Source: an optimization exercise on an open RTL-to-GDS flow (aim: small area, a short achievable clock period and few clock cycles). Production flows keep margins and buffers that such runs may drop.
Function was checked by simulation only, so behaviour that the tests miss may differ from the original.

$ cat design/flow/design.v
package trialign_pkg;
  localparam int LEN_A_MAX  = 64;
  localparam int LEN_BC_MAX = 8;
  localparam int SYM_BITS     = 4;
  localparam int SCORE_BITS   = 12;
  localparam int A_ADDR_BITS  = 6;
  localparam int BC_ADDR_BITS = 3;
  localparam int LEN_A_BITS   = 7;
  localparam int LEN_BC_BITS  = 4;
  localparam int E_BITS = 6;
  localparam int E_BASE = 6;
  localparam int NCOL   = LEN_BC_MAX + 1;
endpackage
`timescale 1ns/1ns
import trialign_pkg::*;
module seq_fetch (
  input  logic                                  CLK,
  input  logic                                  load0_i,
  input  logic                                  load_i,
  input  logic [trialign_pkg::BC_ADDR_BITS-1:0] idx_i,
  input  logic [trialign_pkg::SYM_BITS-1:0]     b_sym_i,
  input  logic [trialign_pkg::SYM_BITS-1:0]     c_sym_i,
  input  logic                                  swap_i,
  output logic [trialign_pkg::LEN_BC_MAX*trialign_pkg::SYM_BITS-1:0] b_o,
  output logic [trialign_pkg::LEN_BC_MAX*trialign_pkg::SYM_BITS-1:0] c_o,
  output logic [trialign_pkg::LEN_BC_MAX*trialign_pkg::SYM_BITS-1:0] row_o
);
  logic [SYM_BITS-1:0] b_regs [LEN_BC_MAX];
  logic [SYM_BITS-1:0] c_regs [LEN_BC_MAX];
  always_ff @(posedge CLK) begin
    if (load0_i) begin
      b_regs[0] <= b_sym_i;
      c_regs[0] <= c_sym_i;
    end
    if (load_i) begin
      b_regs[idx_i] <= b_sym_i;
      c_regs[idx_i] <= c_sym_i;
    end
  end
  always_comb begin
    for (int n = 0; n < LEN_BC_MAX; n++) begin
      b_o[n*SYM_BITS +: SYM_BITS]   = b_regs[n];
      c_o[n*SYM_BITS +: SYM_BITS]   = c_regs[n];
      row_o[n*SYM_BITS +: SYM_BITS] = swap_i ? c_regs[n] : b_regs[n];
    end
  end
endmodule
`timescale 1ns/1ns
import trialign_pkg::*;
module plane_store (
  input  logic                                  CLK,
  input  logic                                  fp_i,      
  input  logic                                  fr_i,      
  input  logic                                  bl_i,      
  input  logic                                  in_i,      
  input  logic                                  ar_i,      
  input  logic [trialign_pkg::SYM_BITS-1:0]     a_i,       
  input  logic [trialign_pkg::SYM_BITS-1:0]     r_i,       
  input  logic [2:0]                            lm1_i,     
  input  logic                                  l2_i,      
  input  logic [2:0]                            lm1_nx_i,
  input  logic                                  br_i,      
  input  logic [trialign_pkg::SYM_BITS-1:0]     b_i,       
  input  logic                                  sw_i,      
  input  logic [trialign_pkg::LEN_BC_MAX*trialign_pkg::SYM_BITS-1:0] b_i_sym,
  input  logic [trialign_pkg::LEN_BC_MAX*trialign_pkg::SYM_BITS-1:0] c_i_sym,
  output logic [trialign_pkg::NCOL*trialign_pkg::E_BITS-1:0] a_out_o,   
  output logic [trialign_pkg::NCOL*trialign_pkg::E_BITS-1:0] b_out_o    
);
  typedef logic [E_BITS-1:0]   e_t;
  typedef logic [SYM_BITS-1:0] s_t;
  localparam int NB = LEN_BC_MAX - 2;    
  logic       fp   [NCOL];
  logic       fr   [NCOL+1];
  logic       bl   [NCOL+1];
  logic       in   [NCOL];
  logic       sw   [NCOL+1];
  logic       ar   [NCOL];
  s_t         as   [NCOL];
  s_t         rs   [NCOL+1];
  logic [2:0] lm1  [NCOL];
  logic       l2   [NCOL];
  logic       br   [NCOL];
  s_t         bs   [NCOL];
  logic       fp_q  [1:NCOL-1];
  logic       fr_q  [1:NCOL];
  logic       bl_q  [1:NCOL];
  logic       in_q  [1:NCOL-1];
  logic       sw_q  [1:NCOL];
  logic       ar_q  [1:NCOL-1];
  s_t         as_q  [1:NCOL-1];
  s_t         rs_q  [1:NCOL];
  logic [2:0] lm1_q [1:NCOL-1];
  logic       l2_q  [1:NCOL-1];
  logic       br_q  [1:NCOL-1];
  s_t         bs_q  [1:NCOL-1];
  logic       aca [1:NCOL-1];
  logic       rca [1:NCOL-1];
  logic       acb [1:NCOL-1];
  logic       rcb [1:NCOL-1];
  logic       aca_nx [1:NCOL-1];
  logic       rca_nx [1:NCOL-1];
  logic       acb_nx [1:NCOL-1];
  logic       rcb_nx [1:NCOL-1];
  logic [2:0] lm1_nx [NCOL];
  always_comb begin
    fp[0]  = fp_i;
    fr[0]  = fr_i;
    bl[0]  = bl_i;
    in[0]  = in_i;
    sw[0]  = sw_i;
    ar[0]  = ar_i;
    as[0]  = a_i;
    rs[0]  = r_i;
    lm1[0] = lm1_i;
    l2[0]  = l2_i;
    br[0]  = br_i;
    bs[0]  = b_i;
    lm1_nx[0] = lm1_nx_i;
    for (int k = 1; k < NCOL; k++) begin
      fp[k]  = fp_q[k];
      fr[k]  = fr_q[k];
      bl[k]  = bl_q[k];
      in[k]  = in_q[k];
      sw[k]  = sw_q[k];
      ar[k]  = ar_q[k];
      as[k]  = as_q[k];
      rs[k]  = rs_q[k];
      lm1[k] = lm1_q[k];
      l2[k]  = l2_q[k];
      br[k]  = br_q[k];
      bs[k]  = bs_q[k];
      lm1_nx[k] = lm1[k-1];
    end
    fr[NCOL] = fr_q[NCOL];
    bl[NCOL] = bl_q[NCOL];
    sw[NCOL] = sw_q[NCOL];
    rs[NCOL] = rs_q[NCOL];
    for (int k = 1; k < NCOL; k++) begin
      s_t cola, colb;
      cola = sw[k-1] ? b_i_sym[(k-1)*SYM_BITS +: SYM_BITS] : c_i_sym[(k-1)*SYM_BITS +: SYM_BITS];
      colb = sw[k]   ? b_i_sym[(k-1)*SYM_BITS +: SYM_BITS] : c_i_sym[(k-1)*SYM_BITS +: SYM_BITS];
      aca_nx[k] = (as[k-1] == cola);
      rca_nx[k] = (rs[k-1] == cola);
      acb_nx[k] = (bs[k-1] == colb);
      rcb_nx[k] = (rs[k]   == colb);
    end
  end
  always_ff @(posedge CLK) begin
    for (int s = 1; s < NCOL; s++) begin
      fp_q[s]  <= fp[s-1];
      in_q[s]  <= in[s-1];
      ar_q[s]  <= ar[s-1];
      as_q[s]  <= as[s-1];
      lm1_q[s] <= lm1[s-1];
      l2_q[s]  <= l2[s-1];
      br_q[s]  <= br[s-1];
      bs_q[s]  <= bs[s-1];
      aca[s]   <= aca_nx[s];
      rca[s]   <= rca_nx[s];
      acb[s]   <= acb_nx[s];
      rcb[s]   <= rcb_nx[s];
    end
    for (int s = 1; s <= NCOL; s++) begin
      fr_q[s] <= fr[s-1];
      bl_q[s] <= bl[s-1];
      sw_q[s] <= sw[s-1];
      rs_q[s] <= rs[s-1];
    end
  end
  e_t da1 [NCOL];           
  e_t da2 [NCOL];           
  e_t db  [NCOL][1:NB];     
  e_t rl  [NCOL];           
  e_t rl1 [NCOL];           
  e_t c0a [NCOL];           
  e_t c0b [NCOL];           
  e_t ea  [NCOL];
  e_t eb  [NCOL];
  e_t pa  [NCOL];
  e_t tap [NCOL];
  e_t ea0, eb0;
  e_t za  [NCOL];           
  e_t zb  [NCOL];           
  e_t za_q [1:NCOL-1];
  e_t zb_q [1:NCOL-1];
  always_comb begin
    za[0] = e_t'(E_BASE);
    zb[0] = e_t'(E_BASE);
    for (int k = 1; k < NCOL; k++) begin
      za[k] = za_q[k];
      zb[k] = zb_q[k];
    end
  end
  always_comb begin
    for (int k = 0; k < NCOL; k++) begin
      if (fp[k])      pa[k] = e_t'(0);
      else if (l2[k]) pa[k] = db[k][1];
      else            pa[k] = rl[k];
    end
  end
  function automatic logic egt(input e_t x, input e_t y);
    logic g;
    g = 1'b0;
    for (int b = 0; b < E_BITS; b++) g = (x[b] & ~y[b]) | ((x[b] | ~y[b]) & g);
    egt = g;
  endfunction
  function automatic e_t max3(input e_t p, input e_t rw, input e_t pp, input logic eq);
    e_t c1, m;
    c1 = pp + e_t'(1) + e_t'(eq);
    m  = egt(p, rw) ? p : rw;
    max3 = egt(c1, m) ? c1 : m;
  endfunction
  assign ea0 = max3(pa[0], fr[0] ? za[0] : da1[0],
                    fr[0] ? (fp[0] ? e_t'(0) : zb[0]) : rl1[0], ar[0]);
  assign eb0 = max3(da1[0], fr[1] ? zb[0] : db[0][1], fr[1] ? za[0] : da2[0], br[0]);
  always_ff @(posedge CLK) begin
    for (int k = 1; k < NCOL; k++) begin
      if (bl[k]) za_q[k] <= in[k] ? e_t'(E_BASE) : max3(zb[k], za[k-1], zb[k-1], aca_nx[k]);
      if (bl[k+1]) zb_q[k] <= max3(za[k], zb[k-1], za[k-1], acb_nx[k]);
    end
  end
  assign ea[0] = ea0;
  assign eb[0] = eb0;
  for (genvar k = 1; k < NCOL; k++) begin : g_col
    cell_score u_a (
      .c0_i    (c0a[k]),
      .pp_i    (fr[k] ? (fp[k] ? e_t'(0) : zb[k]) : rl1[k]),
      .np_i    (rl1[k-1]),
      .nrw_i   (fr[k] ? za[k-1] : da2[k-1]),
      .p_i     (pa[k]),
      .rw_i    (fr[k] ? za[k] : da1[k]),
      .nl_i    (da1[k-1]),
      .eq_ar_i (ar[k]),
      .eq_ac_i (aca[k]),
      .eq_rc_i (rca[k]),
      .e_o     (ea[k])
    );
    cell_score u_b (
      .c0_i    (c0b[k]),
      .pp_i    (fr[k+1] ? za[k] : da2[k]),
      .np_i    (da2[k-1]),
      .nrw_i   (fr[k+1] ? zb[k-1] : db[k-1][2]),
      .p_i     (da1[k]),
      .rw_i    (fr[k+1] ? zb[k] : db[k][1]),
      .nl_i    (db[k-1][1]),
      .eq_ar_i (br[k]),
      .eq_ac_i (acb[k]),
      .eq_rc_i (rcb[k]),
      .e_o     (eb[k])
    );
  end
  always_comb begin
    for (int k = 0; k < NCOL; k++) begin
      case (lm1_nx[k])
        3'd1:    tap[k] = db[k][1];
        3'd2:    tap[k] = db[k][2];
        3'd3:    tap[k] = db[k][3];
        3'd4:    tap[k] = db[k][4];
        3'd5:    tap[k] = db[k][5];
        default: tap[k] = db[k][6];
      endcase
    end
  end
  always_ff @(posedge CLK) begin
    for (int k = 0; k < NCOL; k++) begin
      da1[k] <= ea[k];
      da2[k] <= da1[k];
      db[k][1] <= eb[k];
      for (int m = 2; m <= NB; m++) db[k][m] <= db[k][m-1];
      rl[k]  <= tap[k];
      rl1[k] <= pa[k];
    end
    for (int k = 1; k < NCOL; k++) begin
      c0a[k] <= (fr[k-1] ? (fp[k-1] ? e_t'(0) : zb[k-1]) : rl1[k-1]) + e_t'(3)
                + e_t'(ar[k-1]) + e_t'(aca_nx[k]) + e_t'(rca_nx[k]);
      c0b[k] <= (fr[k] ? za[k-1] : da2[k-1]) + e_t'(3) + e_t'(br[k-1])
                + e_t'(acb_nx[k]) + e_t'(rcb_nx[k]);
    end
  end
  always_comb begin
    for (int k = 0; k < NCOL; k++) begin
      a_out_o[k*E_BITS +: E_BITS] = da2[k];
      b_out_o[k*E_BITS +: E_BITS] = db[k][1];
    end
  end
endmodule
`timescale 1ns/1ns
import trialign_pkg::*;
module cell_score (
  input  logic [trialign_pkg::E_BITS-1:0] c0_i,    
  input  logic [trialign_pkg::E_BITS-1:0] pp_i,    
  input  logic [trialign_pkg::E_BITS-1:0] np_i,    
  input  logic [trialign_pkg::E_BITS-1:0] nrw_i,   
  input  logic [trialign_pkg::E_BITS-1:0] p_i,     
  input  logic [trialign_pkg::E_BITS-1:0] rw_i,    
  input  logic [trialign_pkg::E_BITS-1:0] nl_i,    
  input  logic                            eq_ar_i,
  input  logic                            eq_ac_i,
  input  logic                            eq_rc_i,
  output logic [trialign_pkg::E_BITS-1:0] e_o
);
  typedef logic [E_BITS-1:0] e_t;
  function automatic logic egt(input e_t x, input e_t y);
    logic g;
    g = 1'b0;
    for (int b = 0; b < E_BITS; b++) g = (x[b] & ~y[b]) | ((x[b] | ~y[b]) & g);
    egt = g;
  endfunction
  function automatic e_t emax(input e_t x, input e_t y);
    emax = egt(x, y) ? x : y;
  endfunction
  function automatic e_t inc12(input e_t x, input logic e);
    e_t r;
    logic c;
    c = ~e;
    r[0] = x[0] ^ c;
    c = e | (x[0] & c);
    for (int b = 1; b < E_BITS; b++) begin
      r[b] = x[b] ^ c;
      c = x[b] & c;
    end
    inc12 = r;
  endfunction
  e_t c1, c2, c3;
  assign c1 = inc12(pp_i, eq_ar_i);
  assign c2 = inc12(np_i, eq_ac_i);
  assign c3 = inc12(nrw_i, eq_rc_i);
  assign e_o = emax(emax(emax(p_i, rw_i), nl_i), emax(emax(c0_i, c1), emax(c2, c3)));
endmodule
`timescale 1ns/1ns
import trialign_pkg::*;
module trialign_top (
  input  logic                                       CLK,
  input  logic                                       rst,
  input  logic                                       start_i,
  input  logic [trialign_pkg::LEN_A_BITS-1:0]         len_a_i,
  input  logic [trialign_pkg::LEN_BC_BITS-1:0]        len_b_i,
  input  logic [trialign_pkg::LEN_BC_BITS-1:0]        len_c_i,
  input  logic [trialign_pkg::SYM_BITS-1:0]           a_sym_i,
  input  logic [trialign_pkg::SYM_BITS-1:0]           b_sym_i,
  input  logic [trialign_pkg::SYM_BITS-1:0]           c_sym_i,
  input  logic                                       score_ready_i,
  output logic [trialign_pkg::A_ADDR_BITS-1:0]        a_addr_o,
  output logic [trialign_pkg::BC_ADDR_BITS-1:0]       b_addr_o,
  output logic [trialign_pkg::BC_ADDR_BITS-1:0]       c_addr_o,
  output logic                                       busy_o,
  output logic signed [trialign_pkg::SCORE_BITS-1:0]  score_o,
  output logic                                       score_valid_o
);
  localparam int W = NCOL * E_BITS;
  typedef logic [E_BITS-1:0] e_t;
  localparam logic [1:0] S_IDLE = 2'd0;
  localparam logic [1:0] S_WAIT = 2'd1;
  localparam logic [1:0] S_RUN  = 2'd2;
  localparam logic [1:0] S_HOLD = 2'd3;
  logic [1:0]             state;
  logic [2:0]             ld_cnt;
  logic                   fresh;       
  logic [LEN_A_BITS-1:0]  la_q;
  logic [LEN_BC_BITS-1:0] lb_q;
  logic [LEN_BC_BITS-1:0] lc_q;
  logic                   swap_q;
  logic [LEN_BC_BITS-1:0] lr_q;        
  logic                   lr1_q;       
  logic [LEN_BC_BITS-1:0] lp_q;        
  logic [2:0]             lm1_q;       
  logic                   l2_q;        
  logic [LEN_BC_BITS-1:0] lcol_q;      
  logic [9:0]             k_q;         
  logic [LEN_A_BITS-1:0]  pa_q;        
  logic [LEN_BC_BITS-1:0] j_q;
  logic [A_ADDR_BITS-1:0] a_addr_q;
  logic                   first_plane;
  logic                   first_row;
  logic [SYM_BITS-1:0]    a_t1;        
  logic [SYM_BITS-1:0]    a_cur;       
  logic [SYM_BITS-1:0]    b_cur;       
  logic                   eq_ar_q;
  logic                   eq_br_q;
  logic [SYM_BITS-1:0]    bs_q;        
  logic [3:0]             cap_cnt;     
  logic                   iss_d;       
  logic [LEN_BC_BITS-1:0] res_lcol;
  logic [9:0]             res_k;
  logic                   res_odd;     
  e_t                     res_e;
  logic                   pend;
  logic [LEN_BC_MAX*SYM_BITS-1:0] b_sym;
  logic [LEN_BC_MAX*SYM_BITS-1:0] c_sym;
  logic [LEN_BC_MAX*SYM_BITS-1:0] row_sym;
  logic [W-1:0] a_out, b_out;
  logic         start_ok, row_end, job_end, issue, slot_free, cap, quiet;
  logic [SYM_BITS-1:0] rs_next, rs_cur;
  e_t           cap_e, fin;
  assign start_ok  = start_i && !busy_o;
  assign row_end   = !fresh && (j_q == lp_q);
  assign job_end   = (fresh ? lr1_q : (j_q >= lr_q)) && (pa_q + 7'd1 >= la_q);
  assign issue     = (state == S_RUN) && job_end;
  assign slot_free = !score_valid_o || score_ready_i;
  assign quiet     = !score_valid_o && !pend && ((ld_cnt == '0) || (ld_cnt == 3'd7));
  assign a_addr_o = a_addr_q;
  assign b_addr_o = ld_cnt;
  assign c_addr_o = ld_cnt;
  seq_fetch u_fetch (
    .CLK     (CLK),
    .load0_i (!busy_o),
    .load_i  (ld_cnt != '0),
    .idx_i   (ld_cnt),
    .b_sym_i (b_sym_i),
    .c_sym_i (c_sym_i),
    .swap_i  (swap_q),
    .b_o     (b_sym),
    .c_o     (c_sym),
    .row_o   (row_sym)
  );
  plane_store u_array (
    .CLK      (CLK),
    .fp_i     (first_plane),
    .fr_i     (first_row),
    .bl_i     (((state == S_RUN) && row_end) || start_ok),
    .in_i     (start_ok),
    .ar_i     (eq_ar_q),
    .a_i      (a_cur),
    .r_i      (rs_cur),
    .lm1_i    (lm1_q),
    .l2_i     (l2_q),
    .lm1_nx_i (lm1_q),
    .br_i     (eq_br_q),
    .b_i      (bs_q),
    .sw_i     (swap_q),
    .b_i_sym  (b_sym),
    .c_i_sym  (c_sym),
    .a_out_o  (a_out),
    .b_out_o  (b_out)
  );
  assign rs_cur  = row_sym[3'(j_q - 4'd1)*SYM_BITS +: SYM_BITS];
  assign rs_next = row_sym[(row_end ? 3'd0 : j_q[2:0])*SYM_BITS +: SYM_BITS];
  always_ff @(posedge CLK) begin
    if (start_ok) begin
      la_q   <= len_a_i;
      lb_q   <= len_b_i;
      lc_q   <= len_c_i;
      swap_q <= (len_c_i < len_b_i);
      lr1_q  <= (len_b_i <= 4'd1) || (len_c_i <= 4'd1);
    end
    if (fresh) begin
      lr_q   <= swap_q ? lc_q : lb_q;
      lp_q   <= (swap_q ? (lc_q < 4'd2) : (lb_q < 4'd2)) ? 4'd2 : (swap_q ? lc_q : lb_q);
      lm1_q  <= (swap_q ? (lc_q < 4'd3) : (lb_q < 4'd3)) ? 3'd0 : 3'(swap_q ? lc_q - 4'd2 : lb_q - 4'd2);
      l2_q   <= swap_q ? (lc_q < 4'd3) : (lb_q < 4'd3);
      lcol_q <= swap_q ? lb_q : lc_q;
      k_q    <= 10'd18 + {1'b0, la_q, 2'b00} + {4'b0, lb_q, 2'b00} + {4'b0, lc_q, 2'b00};
    end
    if (!busy_o) b_cur <= a_sym_i;
    eq_ar_q <= ((row_end ? a_t1 : a_cur) == rs_next);
    eq_br_q <= (b_cur == rs_cur);
    bs_q    <= b_cur;
    if (start_ok) begin
      pa_q        <= '0;
      j_q         <= 4'd1;
      first_plane <= 1'b1;
      first_row   <= 1'b1;
    end else if (state == S_RUN) begin
      if (first_row) a_t1 <= a_sym_i;
      if (row_end) begin
        j_q         <= 4'd1;
        first_row   <= 1'b1;
        pa_q        <= pa_q + 7'd2;
        first_plane <= 1'b0;
        a_cur       <= a_t1;
        b_cur       <= a_sym_i;
      end else begin
        j_q       <= j_q + 1'b1;
        first_row <= 1'b0;
      end
    end
    if (iss_d) begin
      res_lcol <= lcol_q;
      res_k    <= k_q;
      res_odd  <= la_q[0];
    end
    if (cap) res_e <= cap_e;
    if ((cap || pend) && slot_free) begin
      score_o <= SCORE_BITS'(fin) + SCORE_BITS'({fin, 1'b0}) - SCORE_BITS'(res_k);
    end
  end
  assign cap   = (cap_cnt == 4'd1);
  assign cap_e = res_odd ? b_out[res_lcol*E_BITS +: E_BITS] : a_out[res_lcol*E_BITS +: E_BITS];
  assign fin   = pend ? res_e : cap_e;
  always_ff @(posedge CLK or posedge rst) begin
    if (rst) begin
      state         <= S_IDLE;
      ld_cnt        <= '0;
      fresh         <= 1'b0;
      a_addr_q      <= '0;
      busy_o        <= 1'b0;
      score_valid_o <= 1'b0;
      pend          <= 1'b0;
      cap_cnt       <= '0;
      iss_d         <= 1'b0;
    end else begin
      fresh <= start_ok;
      if (ld_cnt != '0) ld_cnt <= ld_cnt + 1'b1;
      iss_d <= issue;
      if (iss_d) cap_cnt <= lcol_q[3] ? 4'd9 : lcol_q + 4'd1;
      else if (cap_cnt != '0) cap_cnt <= cap_cnt - 1'b1;
      if ((cap || pend) && slot_free) begin
        score_valid_o <= 1'b1;
        pend          <= 1'b0;
      end else begin
        if (score_ready_i) score_valid_o <= 1'b0;
        if (cap) pend <= 1'b1;
      end
      case (state)
        S_WAIT: begin
          if ((cap_cnt == '0) && !iss_d) state <= S_RUN;
        end
        S_RUN: begin
          if (job_end) begin
            if (quiet) begin
              state  <= S_IDLE;
              busy_o <= 1'b0;
            end else begin
              state <= S_HOLD;
            end
          end
        end
        S_HOLD: begin
          if (quiet) begin
            state  <= S_IDLE;
            busy_o <= 1'b0;
          end
        end
        default: ;
      endcase
      if (issue) begin
        a_addr_q <= '0;
      end else if ((state == S_RUN) && row_end) begin
        a_addr_q <= A_ADDR_BITS'(pa_q + 7'd3);
      end else if (state == S_RUN) begin
        a_addr_q <= A_ADDR_BITS'(pa_q + 7'd2);
      end
      if (start_ok) begin
        a_addr_q <= A_ADDR_BITS'(1);
        state  <= (((cap_cnt != '0) || iss_d) && (len_a_i < 7'd8)) ? S_WAIT : S_RUN;
        busy_o <= 1'b1;
        ld_cnt <= 3'd1;
      end
    end
  end
endmodule
$ cat design/flow/constraint.sdc
create_clock -name core_clock -period 24.0 [get_ports {CLK}]
set_input_delay 4.8000 -clock core_clock [delete_from_list [all_inputs] [get_ports {CLK}]]
set_output_delay 4.8000 -clock core_clock [all_outputs]
set_load 0.01 [all_outputs]
$ cat design/flow/standard.sh
#!/bin/bash
# synth_recipe.tcl (not shown) runs the flow's synth.tcl, then flattens the netlist and writes it again
# the make line also repeats each setting of config.mk as NAME=value (left out here)
make -C /OpenROAD-flow-scripts/flow DESIGN_CONFIG=/design/flow/config.mk WORK_HOME=/design/flow/orfs CLKGATE_MAP_FILE= SYNTH_SCRIPT=/design/flow/synth_recipe.tcl "${@:-finish}"
$ cat design/flow/config.mk
export PLATFORM = sky130hd
export DESIGN_NAME = trialign_top
export DESIGN_NICKNAME = trialign_top
export VERILOG_FILES = /design/flow/design.v
export SDC_FILE = /design/flow/constraint.sdc
export NUM_CORES = 4
export LEC_CHECK = 0
export CAP_MARGIN = 40
export CORE_MARGIN = 2
export CORE_UTILIZATION = 30
export CTS_CLUSTER_DIAMETER = 100
export CTS_CLUSTER_SIZE = 20
export PLACE_DENSITY = 0.4
export SLEW_MARGIN = 40
$ cat design/flow/flow/run.sh
#!/bin/bash
# Layout: the standard flow, except that the port buffers are plain
# buffers (buf_2) instead of the delay cell buffer_ports picks itself, and
# that timing repair aims for 18 ns of setup slack at the 24 ns clock, so
# that it sizes the logic for a shorter achieved period.
set -euo pipefail
export BUFFER_PORTS_ARGS="-buffer_cell sky130_fd_sc_hd__buf_2"
export SETUP_SLACK_MARGIN=18
bash standard.sh > standard.log 2>&1
==> results of run 1 <==
==> kinds of logic (layout without fill, tap and decap cells) <==
group,count (synthesis),count (layout),synth area share
mux,831,831,0.1369
fa+ha+maj,688,688,0.1213
compound gates,1564,1564,0.1470
buf+inv,938,1083,0.05370
flops,1124,1124,0.3702
simple gates,1764,1764,0.1238
other cells,0,2,0
xor+xnor,364,364,0.04721
==> registers in the layout, summed over array words and instances (netlist names), 9 cells and up <==
name            flops
u_array.zb_q       48
u_array.za_q       48
u_array.da1        54
u_array.bs_q       28
u_array.c0b        48
u_array.c0a        48
u_array.rl         54
u_array.da2        54
u_array.bl_q        9
u_fetch.b_regs     32
score_o            11
u_array.rl1        54
u_array.fr_q        9
u_array.rs_q       32
u_array.as_q       28
u_fetch.c_regs     32
u_array.lm1_q      21
u_array.db        324
==> layout by cell type, fill, tap and decap left out, drive strengths merged, types with 27 or more instances in the layout <==
cell type    n
nor3       111
o21a        45
maj3       297
o221ai      28
nor2b      148
nand2      469
a22oi       48
and2        34
o22ai       94
o21ai      378
mux2i      599
or3         34
or2         40
mux4        54
a21o        67
inv        697
a221oi      30
nand3       96
ha         349
a31oi       42
a211oi      32
fa          42
edfxtp     239
mux2       178
nand2b     117
nor2       555
xor2        73
buf        260
nand3b      27
a21oi      484
or4         30
clkbuf     105
nor4        28
xnor2      291
dfxtp      865
o31ai       43
==> routing by layer <==
layer / GRT usage / wire [um]
met1: 0.2520 / 103400
met2: 0.3375 / 112100
met3: 0.01764 / 6807
met4: 0.03688 / 4528
met5: 0 / 0
==> final timing paths <==
check,to,startpoint
setup / recovery,c_addr_o[1],ld_cnt[1]
hold / removal,u_array.db[10][5],u_array.db[9][5]
setup reg to reg,u_array.db[6][4],u_array.fr_q[2]
hold reg to reg,u_array.db[10][5],u_array.db[9][5]
max in group asynchronous,busy_o,rst
min in group asynchronous,score_valid_o,rst
==> cells in the mapped netlist, types with 117 or more instances <==
| cell | n |
|---|---|
| sky130_fd_sc_hd__xnor2_1 | 291 |
| sky130_fd_sc_hd__edfxtp_1 | 239 |
| sky130_fd_sc_hd__nor2b_1 | 148 |
| sky130_fd_sc_hd__inv_1 | 683 |
| sky130_fd_sc_hd__mux2i_1 | 597 |
| sky130_fd_sc_hd__dfxtp_1 | 865 |
| sky130_fd_sc_hd__a21oi_1 | 480 |
| sky130_fd_sc_hd__maj3_1 | 288 |
| sky130_fd_sc_hd__o21ai_0 | 353 |
| sky130_fd_sc_hd__ha_1 | 349 |
| sky130_fd_sc_hd__nand2_1 | 469 |
| sky130_fd_sc_hd__mux2_2 | 172 |
| sky130_fd_sc_hd__nor2_1 | 555 |
| sky130_fd_sc_hd__clkbuf_1 | 185 |
| sky130_fd_sc_hd__nand2b_1 | 117 |
==> stage by stage <==
step           hold WS (ps)  area, um2
3_5_place_dp          330.8      71200
2_1_floorplan         322.6      67710
3_3_place_gp          327.2      71150
6_report              330.1      76320
4_1_cts               334.8      74600
5_1_grt               338.7      76310
==> layout make-up <==
cell class / count / area [um2] / share of cell area
multi-input combinational: 5211 / 40290 / 0.5279
antenna: 2 / 5.005 / 0.00006558
clock inverter: 29 / 425.4 / 0.005574
sequential: 1124 / 25070 / 0.3285
tap: 2992 / 3744 / 0.04905
clock buffer: 100 / 2032 / 0.02662
inverter: 686 / 2587 / 0.03390
timing repair buffer: 268 / 2168 / 0.02841
==> timing repair <==
item / 4_1_cts / 5_1_grt
pin swaps: 15 / 60
endpoints found under the setup margin: 90 / 92
hold buffers: 0 / 0
gates resized for setup: 116 / 221
buffers inserted: 49 / 82
cloned: 3 / 5
==> flow_metrics.env, run 1 <==
export IMPL_status="finished clean"
export IMPL_top_level_ports=57
export IMPL_hold_path_cell_count=0
export IMPL_global_route_wire_length_before_repair_um=334900
export IMPL_io_buffer_count=56
export IMPL_syn_mean_instance_area_um2=9.284
export IMPL_critical_path_depth=1
export IMPL_setup_viol_count_final=0
export IMPL_ctsHtreeMaxLevel=3
export IMPL_via_count=52920
export IMPL_placement_setup_worst_slack_ps=17290
export IMPL_synthFlopType="sky130_fd_sc_hd__dfxtp_1"
export IMPL_clkTransAtPathRegs_ps=90
export IMPL_period_share=0.2556
export IMPL_tritoncts_num_buffers=75
export IMPL_max_clock_path_buffers=3
export IMPL_finalNonFillerCells=10410
export IMPL_synth_edff_count=239
export IMPL_post_synth_instance_area_um2=67520
export IMPL_fin_skew_ps=54.03
export IMPL_fin_util=0.3403
export IMPL_fmaxAchievable_mhz=163.0
export IMPL_synth_largest_area_cell="sky130_fd_sc_hd__dfxtp_1"
export IMPL_worst_path_max_delay_cell="sky130_fd_sc_hd__dfrtp_2"
export IMPL_initial_core_util=0.3011
export IMPL_nNetsFinal=7788
export IMPL_critPathTopFamily="flip-flops"
export IMPL_placementRows=174
export IMPL_seq_area_frac_synth=0.3702
export IMPL_post_route_min_period_ps=6134
export IMPL_count_of_clock_tree_sinks=1124
export IMPL_holdCritPathClass="register to register"
export IMPL_post_dp_hpwl_um=173600
export IMPL_dieHeight_um=478.4
export IMPL_vias_per_cell=5.083
export IMPL_cp_cell_sequence="buf_6"
export IMPL_yosysUniqueCellTypes=101
export IMPL_maxCapViolCount=0
export IMPL_postSynth_asyncResetShare=0.01779
export IMPL_yosys_register_bits=1124
export IMPL_detail_route_wirelength_um=226800
export IMPL_pin_count_of_the_biggest_net_entering_global_routing=57
export IMPL_worst_slew_pin_slew_ps=931.9
export IMPL_grt_antenna_before_repair=5
export IMPL_global_route_congestion_overflow_total=0
export IMPL_die_ar_um2=228900
export IMPL_globalRouteTotalUtil=0.1908
export IMPL_synth_yosys_warnings=100
export IMPL_area_growth_pct=13.03
export IMPL_worstSetupStartpointType="register"
export IMPL_arrival_ps=1330
export IMPL_crit_path_max_fanout=3
export IMPL_hold_viol=0
export IMPL_setup_slack_of_the_critical_path_after_layout_ps=17870
export IMPL_syn_nets=7695
export IMPL_cpPeakStageDelay_ps=450
export IMPL_cts_root_buffer="sky130_fd_sc_hd__clkbuf_16"
export IMPL_routed_len_inst_um=21.78
export IMPL_tritoncts="yes"
export IMPL_layout_filler_cells=23000
export IMPL_report_final_slew_viol_count=0
export IMPL_worst_slew_margin_rel=0.3787
export IMPL_totalNegativeSetupSlack_ps=0
export IMPL_worstSetupEndpointType="primary output"
export IMPL_die_w_um=478.4
export IMPL_worst_ep_required_time_ps=19200
export IMPL_grt_pass1_vias=51760
export IMPL_placedCellCount=10140
export IMPL_postSynthCellCount=7273
export IMPL_critical_path_n_buffers_inverters=1
export IMPL_firstDrtPassIters=8
export IMPL_final_layout_size_suffix_gt1_frac=0.1273
export IMPL_grt_setup_unrepaired="yes"
export IMPL_worst_r2r_path_depth=23
export IMPL_drcViolationCount=0
export IMPL_yosysTopAreaCellShare=0.2565
export IMPL_worstSkewPairLatency_ps=750
export IMPL_timing_worst_setup_path_type="register to primary output"
export IMPL_place_gp_congestion=0.8354
export IMPL_post_synth_main_area_contributors="sky130_fd_sc_hd__dfxtp_1, sky130_fd_sc_hd__edfxtp_1, sky130_fd_sc_hd__mux2i_1"
export IMPL_ant_nets=0
export IMPL_timing_reg2reg_setup_slack_ps=18130
export IMPL_drt_iter0_drc=3136
export IMPL_core_area_um2=224200
Testbench counts, summed over its fixed seeds: cycles 11,251.
==> run 2: changes to the inputs <==
--- a/design/flow/config.mk
+++ b/design/flow/config.mk
@@ -8,7 +8,7 @@
 export CAP_MARGIN = 40
 export CORE_MARGIN = 2
-export CORE_UTILIZATION = 30
+export CORE_UTILIZATION = 50
 export CTS_CLUSTER_DIAMETER = 100
 export CTS_CLUSTER_SIZE = 20
-export PLACE_DENSITY = 0.4
+export PLACE_DENSITY = 0.6
 export SLEW_MARGIN = 40
==> run 2 against run 1 <==
  * Still clean
  * Count of clock-buffer cells in the layout shrank 6
  * Wire length decreased by 13%
  * Die area is 40% lower
  * Maximum frequency up 0.88%
  * Worst setup slack gained 53 ps
==> flow_metrics.env, run 2 <==
export IMPL_count_of_clock_tree_sinks=1124
export IMPL_totalNegativeSetupSlack_ps=0
export IMPL_synth_area_in_compound_gates=0.1470
export IMPL_global_route_wire_length_before_repair_um=296100
export IMPL_via_count=53460
export IMPL_core_area_um2=133800
export IMPL_arrival_ps=1280
export IMPL_syn_nets=7695
export IMPL_stdcell_area_um2=73970
export IMPL_synth_simple_gate_area_share=0.1238
export IMPL_instance_area_at_placement_um2=69460
export IMPL_post_synth_main_area_contributors="sky130_fd_sc_hd__dfxtp_1, sky130_fd_sc_hd__edfxtp_1, sky130_fd_sc_hd__mux2i_1"
export IMPL_globalRouteTotalUtil=0.2750
export IMPL_max_clock_path_buffers=3
export IMPL_nNetsFinal=7751
export IMPL_critical_path_n_buffers_inverters=1
export IMPL_tritoncts="yes"
export IMPL_grt_setup_unrepaired="yes"
export IMPL_hold_path_cell_count=0
export IMPL_tritoncts_num_buffers=68
export IMPL_ctsHtreeMaxLevel=3
export IMPL_yosysTopAreaCellShare=0.2565
export IMPL_crit_path_max_fanout=3
export IMPL_holdCritPathClass="register to register"
export IMPL_drcViolationCount=0
export IMPL_syn_mean_instance_area_um2=9.284
export IMPL_critPathTopFamily="flip-flops"
export IMPL_synth_edff_count=239
export IMPL_leading_cell_types_by_count_after_synthesis="sky130_fd_sc_hd__dfxtp_1, sky130_fd_sc_hd__inv_1, sky130_fd_sc_hd__mux2i_1, sky130_fd_sc_hd__nor2_1, sky130_fd_sc_hd__a21oi_1"
export IMPL_pin_count_of_the_biggest_net_entering_global_routing=57
export IMPL_synth_yosys_warnings=100
export IMPL_fin_util=0.5529
export IMPL_global_route_congestion_overflow_total=0
export IMPL_area_growth_pct=9.552
export IMPL_cts_root_buffer="sky130_fd_sc_hd__clkbuf_16"
export IMPL_critical_path_depth=1
export IMPL_post_synth_instance_area_um2=67520
export IMPL_worst_r2r_path_depth=24
export IMPL_worstSkewPairLatency_ps=700
export IMPL_timing_worst_setup_path_type="register to primary output"
export IMPL_placementRows=134
export IMPL_die_w_um=371.5
export IMPL_postSynthCellCount=7273
export IMPL_most_common_cell_after_layout_fill_and_taps_aside="sky130_fd_sc_hd__dfxtp_1"
export IMPL_place_gp_congestion=0.9142
export IMPL_yosys_register_bits=1124
export IMPL_detail_route_wirelength_um=196900
export IMPL_worstSetupEndpointType="primary output"
export IMPL_firstDrtPassIters=6
export IMPL_die_ar_um2=138000
export IMPL_synth_area_mux_share=0.1369
export IMPL_layout_filler_cells=12060
export IMPL_report_final_slew_viol_count=0
export IMPL_worst_slew_margin_rel=0.3622
export IMPL_fraction_of_synthesized_cell_area_in_xor_and_xnor_cells=0.04721
export IMPL_vias_per_cell=5.851
export IMPL_clkTransAtPathRegs_ps=90
export IMPL_worst_path_max_delay_cell="sky130_fd_sc_hd__dfrtp_2"
export IMPL_largest_reg_flops=324
export IMPL_cpPeakStageDelay_ps=440
export IMPL_synth_largest_area_cell="sky130_fd_sc_hd__dfxtp_1"
export IMPL_postSynth_asyncResetShare=0.01779
export IMPL_hold_viol=0
export IMPL_largest_register="u_array.db"
export IMPL_post_dp_hpwl_um=149800
export IMPL_period_share=0.2534
export IMPL_grt_antenna_before_repair=7
export IMPL_initial_core_util=0.5047
export IMPL_synthFlopType="sky130_fd_sc_hd__dfxtp_1"
export IMPL_layout_common_cells="sky130_fd_sc_hd__dfxtp_1, sky130_fd_sc_hd__inv_1, sky130_fd_sc_hd__mux2i_1"
export IMPL_yosys_area_share_adder=0.1213
export IMPL_post_route_min_period_ps=6081
export IMPL_largest_family_of_logic_cells_by_synthesized_area="compound AO/OA/AOI/OAI gates"
export IMPL_ant_nets=0
export IMPL_io_buffer_count=56
export IMPL_status="finished clean"
export IMPL_cell_with_the_most_instances_after_synthesis="sky130_fd_sc_hd__dfxtp_1"
export IMPL_setup_viol_count_final=0
export IMPL_worstSetupStartpointType="register"
export IMPL_top_level_ports=57
export IMPL_fin_skew_ps=46.75
export IMPL_routed_len_inst_um=21.55
export IMPL_yosysUniqueCellTypes=101
export IMPL_worst_ep_required_time_ps=19200
export IMPL_grt_pass1_vias=50450
export IMPL_worst_slew_pin_slew_ps=946.7
export IMPL_fmaxAchievable_mhz=164.5
export IMPL_drt_iter0_drc=4483
export IMPL_final_layout_size_suffix_gt1_frac=0.1147
export IMPL_maxCapViolCount=0
export IMPL_seq_area_frac_synth=0.3702
export IMPL_dieHeight_um=371.5
export IMPL_cp_cell_sequence="buf_2"
==> run 2: timing repair <==
action / CTS / global route
setup buffers: 38 / 85
setup endpoints to repair: 90 / 90
cloned: 2 / 9
pin swaps: 10 / 57
hold buffers: 0 / 0
gates resized for setup: 105 / 177
==> run 2: final timing paths <==
| kind | to | startpoint | slack (ps) |
|---|---|---|---|
| worst min-delay path | u_array.db[50][4] | u_array.db[49][4] | 320 |
| worst max-delay path | c_addr_o[2] | ld_cnt[2] | 17920 |
| worst max register to register | u_array.da1[1][0] | u_array.fr_q[1] | 18190 |
| worst min register to register | u_array.db[50][4] | u_array.db[49][4] | 320 |
| max in group asynchronous | ld_cnt[0] | rst | 19500 |
| min in group asynchronous | a_addr_q[3] | rst | 4110 |
==> run 2: area by class of cell <==
class                           count  area [um2]  share of cell area
Antenna cell                        3       7.507           0.0001015
Tap cell                         1768        2212             0.02990
Timing Repair Buffer              236        1978             0.02674
Clock inverter                     12       180.2            0.002436
Clock buffer                       94        1842             0.02490
Multi-Input combinational cell   5213       40110              0.5422
Inverter                          686        2587             0.03498
Sequential cell                  1124       25060              0.3387
==> run 2: kinds of logic (layout without fill, tap and decap cells) <==
family                   Yosys count  in the layout
AND/OR/NAND/NOR                 1764           1764
AO/OA/AOI/OAI                   1564           1566
flip-flops                      1124           1124
buffers and inverters            938           1028
multiplexers                     831            831
adder cells (fa/ha/maj)          688            688
XOR/XNOR                         364            364
other                              0              3
==> run 2: layer usage <==
layer | up-vias | global-route usage | part of all wire
li1 | 25930 | - | -
met1 | 25810 | 0.3597 | 0.44
met2 | 1380 | 0.4750 | 0.48
met3 | 319 | 0.03001 | 0.048
met4 | 8 | 0.08638 | 0.033
met5 | - | 0 | 0.00026
==> run 2: per-stage QoR <==
step           hold WS, ps  std cells  worst slack, ps
2_1_floorplan        322.6       7273            17940
3_3_place_gp         325.6       8892            17130
3_5_place_dp         331.5       8892            17190
4_1_cts              315.4       9038            17860
5_1_grt              337.2       9134            17870
6_report             323.5       9136            17920
==> run 3: changes to the inputs <==
--- a/design/flow/config.mk
+++ b/design/flow/config.mk
@@ -6,4 +6,5 @@
 export NUM_CORES = 4
 export LEC_CHECK = 0
+export ABC_AREA = 1
 export CAP_MARGIN = 40
 export CORE_MARGIN = 2
==> run 3 against run 2 <==
  * Worst setup slack lost 15 ps
  * Clock skew shrank 8.7 ps
  * Non-clock buffer count shrank 141
  * Count of clock-buffer cells in the layout grew 5
  * Register-to-register slack gained 310 ps
  * Wire length grew 7.9%
==> flow_metrics.env, run 3 <==
export IMPL_seq_area_frac_synth=0.3753
export IMPL_worstSetupEndpointType="primary output"
export IMPL_critPathTopFamily="flip-flops"
export IMPL_worst_path_max_delay_cell="sky130_fd_sc_hd__dfrtp_2"
export IMPL_yosysUniqueCellTypes=68
export IMPL_synth_simple_gate_area_share=0.2708
export IMPL_synth_yosys_warnings=100
export IMPL_syn_nets=9687
export IMPL_syn_mean_instance_area_um2=7.188
export IMPL_leading_cell_types_by_count_after_synthesis="sky130_fd_sc_hd__nand2_1, sky130_fd_sc_hd__inv_1, sky130_fd_sc_hd__dfxtp_1, sky130_fd_sc_hd__nand3_1, sky130_fd_sc_hd__o21ai_0"
export IMPL_drcViolationCount=0
export IMPL_top_level_ports=57
export IMPL_detail_route_wirelength_um=212400
export IMPL_yosys_area_share_adder=0.07820
export IMPL_fin_skew_ps=38.02
export IMPL_ctsHtreeMaxLevel=3
export IMPL_routed_len_inst_um=19.15
export IMPL_hold_viol=0
export IMPL_postSynthCellCount=9265
export IMPL_yosys_register_bits=1124
export IMPL_area_growth_pct=6.210
export IMPL_totalNegativeSetupSlack_ps=0
export IMPL_count_of_clock_tree_sinks=1124
export IMPL_post_synth_instance_area_um2=66590
export IMPL_pin_count_of_the_biggest_net_entering_global_routing=58
export IMPL_nNetsFinal=9716
export IMPL_fraction_of_synthesized_cell_area_in_xor_and_xnor_cells=0.04036
export IMPL_synth_area_in_compound_gates=0.1327
export IMPL_cpPeakStageDelay_ps=460
export IMPL_firstDrtPassIters=6
export IMPL_worst_slew_margin_rel=0.3815
export IMPL_grt_antenna_before_repair=7
export IMPL_period_share=0.2540
export IMPL_via_count=59700
export IMPL_worstSkewPairLatency_ps=710
export IMPL_ant_nets=0
export IMPL_synth_edff_count=239
export IMPL_global_route_congestion_overflow_total=0
export IMPL_holdWs_ps=346.7
export IMPL_worst_ep_required_time_ps=19200
export IMPL_post_route_min_period_ps=6096
export IMPL_vias_per_cell=5.383
export IMPL_instance_area_at_placement_um2=68530
export IMPL_die_w_um=369.0
export IMPL_final_layout_size_suffix_gt1_frac=0.05773
export IMPL_status="finished clean"
export IMPL_timing_worst_setup_path_type="register to primary output"
export IMPL_stdcell_area_um2=70730
export IMPL_globalRouteTotalUtil=0.3059
export IMPL_tritoncts="yes"
export IMPL_grt_setup_unrepaired="yes"
export IMPL_critical_path_n_buffers_inverters=1
export IMPL_fin_util=0.5367
export IMPL_core_area_um2=131800
export IMPL_die_ar_um2=136100
export IMPL_post_synth_main_area_contributors="sky130_fd_sc_hd__dfxtp_1, sky130_fd_sc_hd__nand2_1, sky130_fd_sc_hd__edfxtp_1"
export IMPL_maxCapViolCount=0
export IMPL_postSynth_asyncResetShare=0.01779
export IMPL_post_dp_hpwl_um=169300
export IMPL_placementRows=133
export IMPL_yosysTopAreaCellShare=0.2600
export IMPL_max_clock_path_buffers=3
export IMPL_synthFlopType="sky130_fd_sc_hd__dfxtp_1"
export IMPL_crit_path_max_fanout=4
export IMPL_drt_iter0_drc=5294
export IMPL_synth_area_mux_share=0
export IMPL_antennaDiodeCount=0
export IMPL_largest_register="u_array.db"
export IMPL_cell_with_the_most_instances_after_synthesis="sky130_fd_sc_hd__nand2_1"
export IMPL_holdCritPathClass="register to register"
export IMPL_place_gp_congestion=0.9617
export IMPL_largest_family_of_logic_cells_by_synthesized_area="simple AND/OR/NAND/NOR gates"
export IMPL_fmaxAchievable_mhz=164.0
export IMPL_arrival_ps=1300
export IMPL_cts_root_buffer="sky130_fd_sc_hd__clkbuf_16"
export IMPL_tritoncts_num_buffers=69
export IMPL_worst_slew_pin_slew_ps=920.7
export IMPL_dieHeight_um=369.0
export IMPL_setup_viol_count_final=0
export IMPL_initial_core_util=0.5053
export IMPL_worstSetupStartpointType="register"
export IMPL_layout_common_cells="sky130_fd_sc_hd__nand2_1, sky130_fd_sc_hd__inv_1, sky130_fd_sc_hd__dfxtp_1"
export IMPL_clkTransAtPathRegs_ps=90
export IMPL_grt_pass1_vias=55220
export IMPL_largest_reg_flops=324
export IMPL_report_final_slew_viol_count=0
export IMPL_synth_largest_area_cell="sky130_fd_sc_hd__dfxtp_1"
export IMPL_most_common_cell_after_layout_fill_and_taps_aside="sky130_fd_sc_hd__nand2_1"
export IMPL_io_buffer_count=56
export IMPL_global_route_wire_length_before_repair_um=322700
export IMPL_cp_cell_sequence="buf_6"
[run 3: final timing paths]
kind / startpoint / end / slack (ps) / depth (start not counted)
max in group asynchronous: rst / ld_cnt[0] / 19530 / 2
worst max-delay path: ld_cnt[0] / c_addr_o[0] / 17900 / 1
worst min-delay path: u_array.da1[5][0] / u_array.da2[5][0] / 350 / 0
worst max register to register: j_q[0] / u_array.c0a[1][4] / 18500 / 18
min in group asynchronous: rst / a_addr_q[0] / 4100 / 2
worst min register to register: u_array.da1[5][0] / u_array.da2[5][0] / 350 / 0
[run 3: logic make-up (layout without fill, tap and decap cells)]
family | after synthesis | count (layout)
and+or+nand+nor | 4200 | 4200
adders and majority gates | 391 | 391
buffers and inverters | 1750 | 1821
AOI/OAI and AO/OA | 1500 | 1500
xor gates and xnor gates | 300 | 300
DFF | 1124 | 1124
[run 3: layout make-up]
type | instances | area, um2
inverter | 1613 | 6062
tap | 1755 | 2196
fill | 13090 | 61070
timing repair buffer | 95 | 591.8
clock buffer | 99 | 1922
sequential | 1124 | 25000
clock inverter | 14 | 175.2
multi-input combinational | 6391 | 34780
[run 3: through the flow]
step	setup slack [ps]	instances
6_report	17900	11090
5_1_grt	17860	11090
3_5_place_dp	17220	10970
4_1_cts	17850	11090
3_3_place_gp	17310	10970
2_1_floorplan	18080	9265
[run 3: what timing repair did]
| item | CTS | global route |
|---|---|---|
| resized for setup | 4 | 3 |
| pin swaps | 0 | 0 |
| hold buffers | 0 | 0 |
| setup buffers | 6 | 4 |
| setup endpoints to repair | 29 | 36 |
| hold endpoints to repair | 0 | 0 |
[run 3: metal layers]
layer  share of wire  global-route usage  vias to the layer above
li1                -                   -                    29890
met1            0.45              0.4172                    27490
met2            0.45              0.4983                     1953
met3           0.063             0.03732                      365
met4           0.037              0.1081                        6
met5         0.00022                   0                        -
==> run 4: changes to the inputs <==
--- a/design/flow/config.mk
+++ b/design/flow/config.mk
@@ -6,10 +6,9 @@
 export NUM_CORES = 4
 export LEC_CHECK = 0
-export ABC_AREA = 1
 export CAP_MARGIN = 40
 export CORE_MARGIN = 2
-export CORE_UTILIZATION = 50
+export CORE_UTILIZATION = 60
 export CTS_CLUSTER_DIAMETER = 100
 export CTS_CLUSTER_SIZE = 20
-export PLACE_DENSITY = 0.6
+export PLACE_DENSITY = 0.7
 export SLEW_MARGIN = 40
==> run 4 against run 3 <==
  * Still clean
  * Clock skew is 4.1 ps higher
  * Non-clock buffer count rose by 105
  * Critical path depth did not move
  * Wire length fell by 10%
  * Flip-flop and latch count did not move
  * Critical endpoint is now c_addr_o[2]
  * Largest cell class unchanged
==> flow_metrics.env, run 4 <==
export IMPL_status="finished clean"
export IMPL_synthFlopType="sky130_fd_sc_hd__dfxtp_1"
export IMPL_syn_nets=7695
export IMPL_r2r_end="u_array.db[48][2]"
export IMPL_synth_largest_area_cell="sky130_fd_sc_hd__dfxtp_1"
export IMPL_critical_path_depth=1
export IMPL_clkTransAtPathRegs_ps=90
export IMPL_fmaxAchievable_mhz=165.3
export IMPL_area_growth_pct=8.266
export IMPL_crit_path_max_fanout=3
export IMPL_io_buffer_count=56
export IMPL_layout_common_cells="sky130_fd_sc_hd__dfxtp_1, sky130_fd_sc_hd__inv_1, sky130_fd_sc_hd__mux2i_1"
export IMPL_critPathTopFamily="flip-flops"
export IMPL_holdCritPathClass="register to register"
export IMPL_vias_per_cell=6.121
export IMPL_arrival_ps=1250
export IMPL_drcViolationCount=0
export IMPL_critical_path_n_buffers_inverters=1
export IMPL_count_of_clock_tree_sinks=1124
export IMPL_synth_edff_count=239
export IMPL_worstSetupStartpointType="register"
export IMPL_worstSkewPairLatency_ps=690
export IMPL_cts_root_buffer="sky130_fd_sc_hd__clkbuf_16"
export IMPL_final_layout_size_suffix_gt1_frac=0.1071
export IMPL_fin_skew_ps=42.14
export IMPL_yosys_register_bits=1124
export IMPL_routed_len_inst_um=21.53
export IMPL_detail_route_wirelength_um=190100
export IMPL_worstSetupEndpoint="c_addr_o[2]"
export IMPL_largest_register="u_array.db"
export IMPL_nNetsFinal=7712
export IMPL_dieHeight_um=339.5
export IMPL_worst_slew_margin_rel=0.4311
export IMPL_grt_setup_unrepaired="yes"
export IMPL_globalRouteTotalUtil=0.3167
export IMPL_worstSetupEndpointType="primary output"
export IMPL_maxCapViolCount=0
export IMPL_postSynthCellCount=7273
export IMPL_die_w_um=339.5
export IMPL_totalNegativeSetupSlack_ps=0
export IMPL_cpPeakStageDelay_ps=440
export IMPL_max_clock_path_buffers=3
export IMPL_placementRows=123
export IMPL_setup_viol_count_final=0
export IMPL_drt_iter0_drc=4641
export IMPL_ant_nets=0
export IMPL_worst_slew_pin_slew_ps=829.5
export IMPL_via_count=54060
export IMPL_grt_pass1_vias=51090
export IMPL_grt_antenna_before_repair=6
export IMPL_most_common_cell_after_layout_fill_and_taps_aside="sky130_fd_sc_hd__dfxtp_1"
export IMPL_timing_worst_setup_path_type="register to primary output"
export IMPL_critPathLaunch="ld_cnt[2]"
export IMPL_die_ar_um2=115200
export IMPL_report_final_slew_viol_count=0
export IMPL_yosysUniqueCellTypes=101
export IMPL_worst_ep_required_time_ps=19200
export IMPL_worst_r2r_path_depth=22
export IMPL_synth_yosys_warnings=100
export IMPL_global_route_congestion_overflow_total=0
export IMPL_seq_area_frac_synth=0.3702
export IMPL_grt_use_met1=0.4139
export IMPL_pin_count_of_the_biggest_net_entering_global_routing=57
export IMPL_top_level_ports=57
export IMPL_place_gp_congestion=0.9579
export IMPL_holdWs_ps=314.2
export IMPL_post_route_min_period_ps=6050
export IMPL_core_area_um2=112000
export IMPL_timing_reg2reg_setup_slack_ps=18120
export IMPL_cell_with_the_most_instances_after_synthesis="sky130_fd_sc_hd__dfxtp_1"
export IMPL_postSynth_asyncResetShare=0.01779
export IMPL_grt_most_used_layer="met2"
export IMPL_hold_viol=0
export IMPL_tritoncts="yes"
export IMPL_post_dp_hpwl_um=143400
export IMPL_initial_core_util=0.6027
export IMPL_syn_mean_instance_area_um2=9.284
export IMPL_post_synth_main_area_contributors="sky130_fd_sc_hd__dfxtp_1, sky130_fd_sc_hd__edfxtp_1, sky130_fd_sc_hd__mux2i_1"
export IMPL_grt_util_met2=0.5324
export IMPL_ctsHtreeMaxLevel=3
export IMPL_fin_util=0.6525
export IMPL_leading_cell_types_by_count_after_synthesis="sky130_fd_sc_hd__dfxtp_1, sky130_fd_sc_hd__inv_1, sky130_fd_sc_hd__mux2i_1, sky130_fd_sc_hd__nor2_1, sky130_fd_sc_hd__a21oi_1"
export IMPL_firstDrtPassIters=7
export IMPL_global_route_wire_length_before_repair_um=289900
export IMPL_largest_reg_flops=324
export IMPL_cp_cell_sequence="buf_2"
export IMPL_yosysTopAreaCellShare=0.2565
export IMPL_worst_path_max_delay_cell="sky130_fd_sc_hd__dfrtp_2"
export IMPL_worst_r2r_startpoint="u_array.zb_q[7][0]"
export IMPL_post_synth_instance_area_um2=67520
export IMPL_period_share=0.2521
export IMPL_tritoncts_num_buffers=67
export IMPL_globalRouteMet3Util=0.04351
export IMPL_ctsHoldBuffers=0
## run 4: layout make-up
cell class,count,area (um2)
Fill cell,9232,38930
Timing Repair Buffer,200,1688
Clock buffer,96,1849
Tap cell,1500,1877
Antenna cell,4,10.01
Inverter,686,2587
Multi-Input combinational cell,5211,39910
Sequential cell,1124,25060
Clock inverter,11,126.4
## run 4: logic make-up (layout without fill, tap and decap cells)
kind of cell,count (synthesis),count (layout),share of synthesized area
fa+ha+maj,688,688,0.1213
simple gates,1764,1764,0.1238
other cells,0,4,0
xor+xnor,364,364,0.04721
flops,1124,1124,0.3702
compound gates,1564,1564,0.1470
mux,831,831,0.1369
buf+inv,938,993,0.05370
## run 4: through the flow
stage               area [um2]  setup WS (ps)  std cells
floorplan                67710          17940       7273
global placement         69000          17460       8614
detailed placement       69040          17340       8614
CTS                      71820          17920       8759
global route             73100          17840       8830
finish                   73100          17950       8832
## run 4: layer usage
metal  vias to the layer above  part of all wire
li1                      25850                 -
met1                     25900              0.42
met2                      1861              0.47
met3                       446             0.064
met4                         6             0.042
met5                         -           0.00022
## run 4: worst min path at each step
stage                            startpoint                end  slack [ps]  depth (start not counted)
after global placement    u_array.db[16][4]  u_array.db[17][4]         330                          0
final                     u_array.db[49][4]  u_array.db[50][4]         310                          0
after detailed placement   u_array.db[9][1]  u_array.db[10][1]         330                          0
after floorplan            u_array.db[9][2]  u_array.db[10][2]         320                          0
after CTS                 u_array.db[49][4]  u_array.db[50][4]         320                          0
after global routing      u_array.db[49][4]  u_array.db[50][4]         330                          0
## run 4: what timing repair did
action,4_1_cts,5_1_grt
cloned,2,6
endpoints found under the setup margin,90,90
setup buffers,36,63
resized for setup,108,142
pin swaps,12,38
==> run 5: changes to the inputs <==
--- a/design/flow/config.mk
+++ b/design/flow/config.mk
@@ -6,4 +6,5 @@
 export NUM_CORES = 4
 export LEC_CHECK = 0
+export ABC_AREA = 1
 export CAP_MARGIN = 40
 export CORE_MARGIN = 2
@@ -13,2 +14,3 @@
 export PLACE_DENSITY = 0.7
 export SLEW_MARGIN = 40
+export TNS_END_PERCENT = 5
==> run 5 against run 4 <==
  * Still clean on timing, DRC and antenna
  * Sequential share of layout area is 1.4 points higher
  * Synthesized area is 1.4% lower
  * First-iteration DRC count up 25%
  * Critical endpoint is now c_addr_o[0]
  * Highest routed layer unchanged
==> flow_metrics.env, run 5 <==
export IMPL_core_area_um2=110400
export IMPL_tritoncts_num_buffers=67
export IMPL_r2r_end="score_o[9]"
export IMPL_synth_largest_area_cell="sky130_fd_sc_hd__dfxtp_1"
export IMPL_fin_skew_ps=19.35
export IMPL_postSynth_asyncResetShare=0.01779
export IMPL_ant_nets=0
export IMPL_global_route_congestion_overflow_total=0
export IMPL_drcViolationCount=0
export IMPL_place_gp_congestion=0.9944
export IMPL_grt_antenna_before_repair=5
export IMPL_top_level_ports=57
export IMPL_die_w_um=337.2
export IMPL_layout_common_cells="sky130_fd_sc_hd__nand2_1, sky130_fd_sc_hd__inv_1, sky130_fd_sc_hd__dfxtp_1"
export IMPL_setup_slack_of_the_critical_path_after_layout_ps=17940
export IMPL_post_synth_main_area_contributors="sky130_fd_sc_hd__dfxtp_1, sky130_fd_sc_hd__nand2_1, sky130_fd_sc_hd__edfxtp_1"
export IMPL_report_final_slew_viol_count=0
export IMPL_hold_path_cell_count=0
export IMPL_worst_r2r_startpoint="res_lcol[0]"
export IMPL_cts_root_buffer="sky130_fd_sc_hd__clkbuf_16"
export IMPL_dieHeight_um=337.2
export IMPL_syn_mean_instance_area_um2=7.188
export IMPL_vias_per_cell=5.598
export IMPL_worst_slew_margin_rel=0.3661
export IMPL_largest_register="u_array.db"
export IMPL_final_layout_size_suffix_gt1_frac=0.05607
export IMPL_layout_filler_cells=10210
export IMPL_grt_setup_unrepaired="yes"
export IMPL_maxCapViolCount=0
export IMPL_die_ar_um2=113700
export IMPL_critical_path_n_buffers_inverters=1
export IMPL_seq_area_frac_synth=0.3753
export IMPL_holdCritPathClass="register to register"
export IMPL_max_clock_path_buffers=3
export IMPL_cell_with_the_most_instances_after_synthesis="sky130_fd_sc_hd__nand2_1"
export IMPL_worstSetupEndpointType="primary output"
export IMPL_synth_yosys_warnings=100
export IMPL_via_count=60450
export IMPL_tritoncts="yes"
export IMPL_syn_nets=9687
export IMPL_cp_cell_sequence="buf_6"
export IMPL_hold_viol=0
export IMPL_initial_core_util=0.6034
export IMPL_worst_slew_pin_slew_ps=940.9
export IMPL_post_synth_instance_area_um2=66590
export IMPL_yosysUniqueCellTypes=68
export IMPL_routed_len_inst_um=18.95
export IMPL_worst_path_max_delay_cell="sky130_fd_sc_hd__dfrtp_2"
export IMPL_firstDrtPassIters=8
export IMPL_worst_ep_required_time_ps=19200
export IMPL_synthFlopType="sky130_fd_sc_hd__dfxtp_1"
export IMPL_min_delay_start="u_array.bs_q[1][3]"
export IMPL_post_route_min_period_ps=6064
export IMPL_ctsHtreeMaxLevel=3
export IMPL_largest_reg_flops=324
export IMPL_global_route_wire_length_before_repair_um=310200
export IMPL_worstSkewPairLatency_ps=680
export IMPL_ctsHoldBuffers=0
export IMPL_leading_cell_types_by_count_after_synthesis="sky130_fd_sc_hd__nand2_1, sky130_fd_sc_hd__inv_1, sky130_fd_sc_hd__dfxtp_1, sky130_fd_sc_hd__nand3_1, sky130_fd_sc_hd__o21ai_0"
export IMPL_period_share=0.2527
export IMPL_fmaxAchievable_mhz=164.9
export IMPL_postSynthCellCount=9265
export IMPL_count_of_clock_tree_sinks=1124
export IMPL_globalRouteTotalUtil=0.3523
export IMPL_critPathTopFamily="flip-flops"
export IMPL_grt_pass1_vias=54540
export IMPL_synth_edff_count=239
export IMPL_crit_path_max_fanout=3
export IMPL_most_common_cell_after_layout_fill_and_taps_aside="sky130_fd_sc_hd__nand2_1"
export IMPL_arrival_ps=1260
export IMPL_post_dp_hpwl_um=163600
export IMPL_cpPeakStageDelay_ps=450
export IMPL_timing_worst_setup_path_type="register to primary output"
export IMPL_whs_endpoint="u_array.bs_q[2][3]"
export IMPL_totalNegativeSetupSlack_ps=0
export IMPL_area_growth_pct=5.296
export IMPL_detail_route_wirelength_um=204700
export IMPL_nNetsFinal=9699
export IMPL_yosysTopAreaCellShare=0.2600
export IMPL_placementRows=122
export IMPL_worstSetupStartpointType="register"
export IMPL_io_buffer_count=56
export IMPL_drt_iter0_drc=5814
export IMPL_placement_setup_worst_slack_ps=17300
export IMPL_yosys_register_bits=1124
export IMPL_setup_viol_count_final=0
export IMPL_clkTransAtPathRegs_ps=100
export IMPL_pin_count_of_the_biggest_net_entering_global_routing=84
export IMPL_timing_reg2reg_setup_slack_ps=18610
export IMPL_worst_r2r_path_depth=18
export IMPL_status="finished clean"
## run 5: cell types whose count changed after synthesis, moves of 117 or more
| cell | before | now |
|---|---|---|
| sky130_fd_sc_hd__nand2_1 | 469 | 2648 |
| sky130_fd_sc_hd__nor2_1 | 555 | 409 |
| sky130_fd_sc_hd__nand2_2 | 0 | 124 |
| sky130_fd_sc_hd__inv_1 | 683 | 1576 |
| sky130_fd_sc_hd__nand3_1 | 96 | 694 |
| sky130_fd_sc_hd__xnor2_1 | 291 | 102 |
| sky130_fd_sc_hd__mux2_2 | 172 | 0 |
| sky130_fd_sc_hd__o21ai_0 | 353 | 694 |
| sky130_fd_sc_hd__xor2_1 | 73 | 190 |
| sky130_fd_sc_hd__mux2i_1 | 597 | 0 |
| sky130_fd_sc_hd__a21oi_1 | 480 | 159 |
| sky130_fd_sc_hd__maj3_1 | 288 | 0 |
| sky130_fd_sc_hd__nand2b_1 | 117 | 0 |
| sky130_fd_sc_hd__nor2b_1 | 148 | 0 |
## run 5: kinds of logic after synthesis
logic type	Yosys count	share of synthesized area
buffers and inverters	1750	0.1026
and+or+nand+nor	4200	0.2708
adders and majority gates	391	0.07820
AOI/OAI and AO/OA	1500	0.1327
xor gates and xnor gates	300	0.04036
DFF	1124	0.3753
## run 5: cell type report
class	count	area [um2]	share of cell area
inverters	1613	6062	0.08645
diodes	2	5.005	0.00007137
clock inverters	11	131.4	0.001874
flip-flops and latches	1124	25000	0.3565
multi-input cells	6391	34800	0.4963
well taps	1488	1862	0.02655
clock buffers	90	1783	0.02543
repair buffers	80	476.7	0.006798
## run 5: worst max-delay path by stage
stage	from	to	slack, ps	depth (start not counted)
finish	ld_cnt[0]	c_addr_o[0]	17940	1
global route	ld_cnt[0]	b_addr_o[0]	17900	1
CTS	ld_cnt[0]	c_addr_o[0]	17900	1
detailed placement	start_i	a_t1[1]	17300	6
global placement	start_i	a_t1[0]	17370	6
floorplan	start_i	a_t1[0]	18080	5
## run 5: per-stage QoR
step | hold WS, ps | instances | cell area [um2] | util
2_1_floorplan | 325.8 | 9265 | 66600 | -
3_3_place_gp | 331.5 | 10690 | 68120 | 0.6172
3_5_place_dp | 334.9 | 10690 | 68140 | 0.6174
4_1_cts | 340.1 | 10800 | 70100 | 0.6352
5_1_grt | 348.8 | 10800 | 70120 | 0.6353
6_report | 344.0 | 10800 | 70120 | 0.6354
## run 5: timing repair
action | 4_1_cts | 5_1_grt
setup buffers | 4 | 0
resized for setup | 5 | 2
setup endpoints to repair | 26 | 37
## run 5: routing by layer
metal,vias up,track usage,wire [um]
met4,2,0.1433,9175
li1,29860,-,-
met5,-,0,12
met1,27750,0.4754,86900
met3,446,0.05013,16860
met2,2401,0.5686,91740

## afterwards: timing with drivers on the ports
The flow's constraints put no driver on any port. The routed layouts listed below were extracted and timed again, unchanged, in two steps.
Step 1 assumes that a clkbuf_16 drives the clock port and a buf_2 every other input.
Step 2 also shifts input and output timing later by t, the mid clock arrival at the registers, as if the neighbouring blocks saw the same clock.
Slacks: ideal ports / drivers / drivers and shift; pairs: ideal ports / drivers.
| run | shift t [ns] | setup WS [ns] | worst data-port slew with drivers (ns) | cell pins on the clock port's net |
|---|---|---|---|---|
| run 1 | 0.818 | 17.866 / 17.777 / 17.410 | 0.06 | 1 |
| run 2 | 0.752 | 17.919 / 17.842 / 17.551 | 0.10 | 1 |
| run 3 | 0.775 | 17.904 / 17.824 / 17.549 | 0.05 | 1 |
| run 4 | 0.740 | 17.950 / 17.877 / 17.700 | 0.07 | 1 |
| run 5 | 0.748 | 17.936 / 17.861 / 17.422 | 0.06 | 1 |
After both steps setup and hold are still met in every run listed. The setup slack of run 5, which loses most, moves by -0.075 ns with the drivers and by -0.514 ns with both steps.
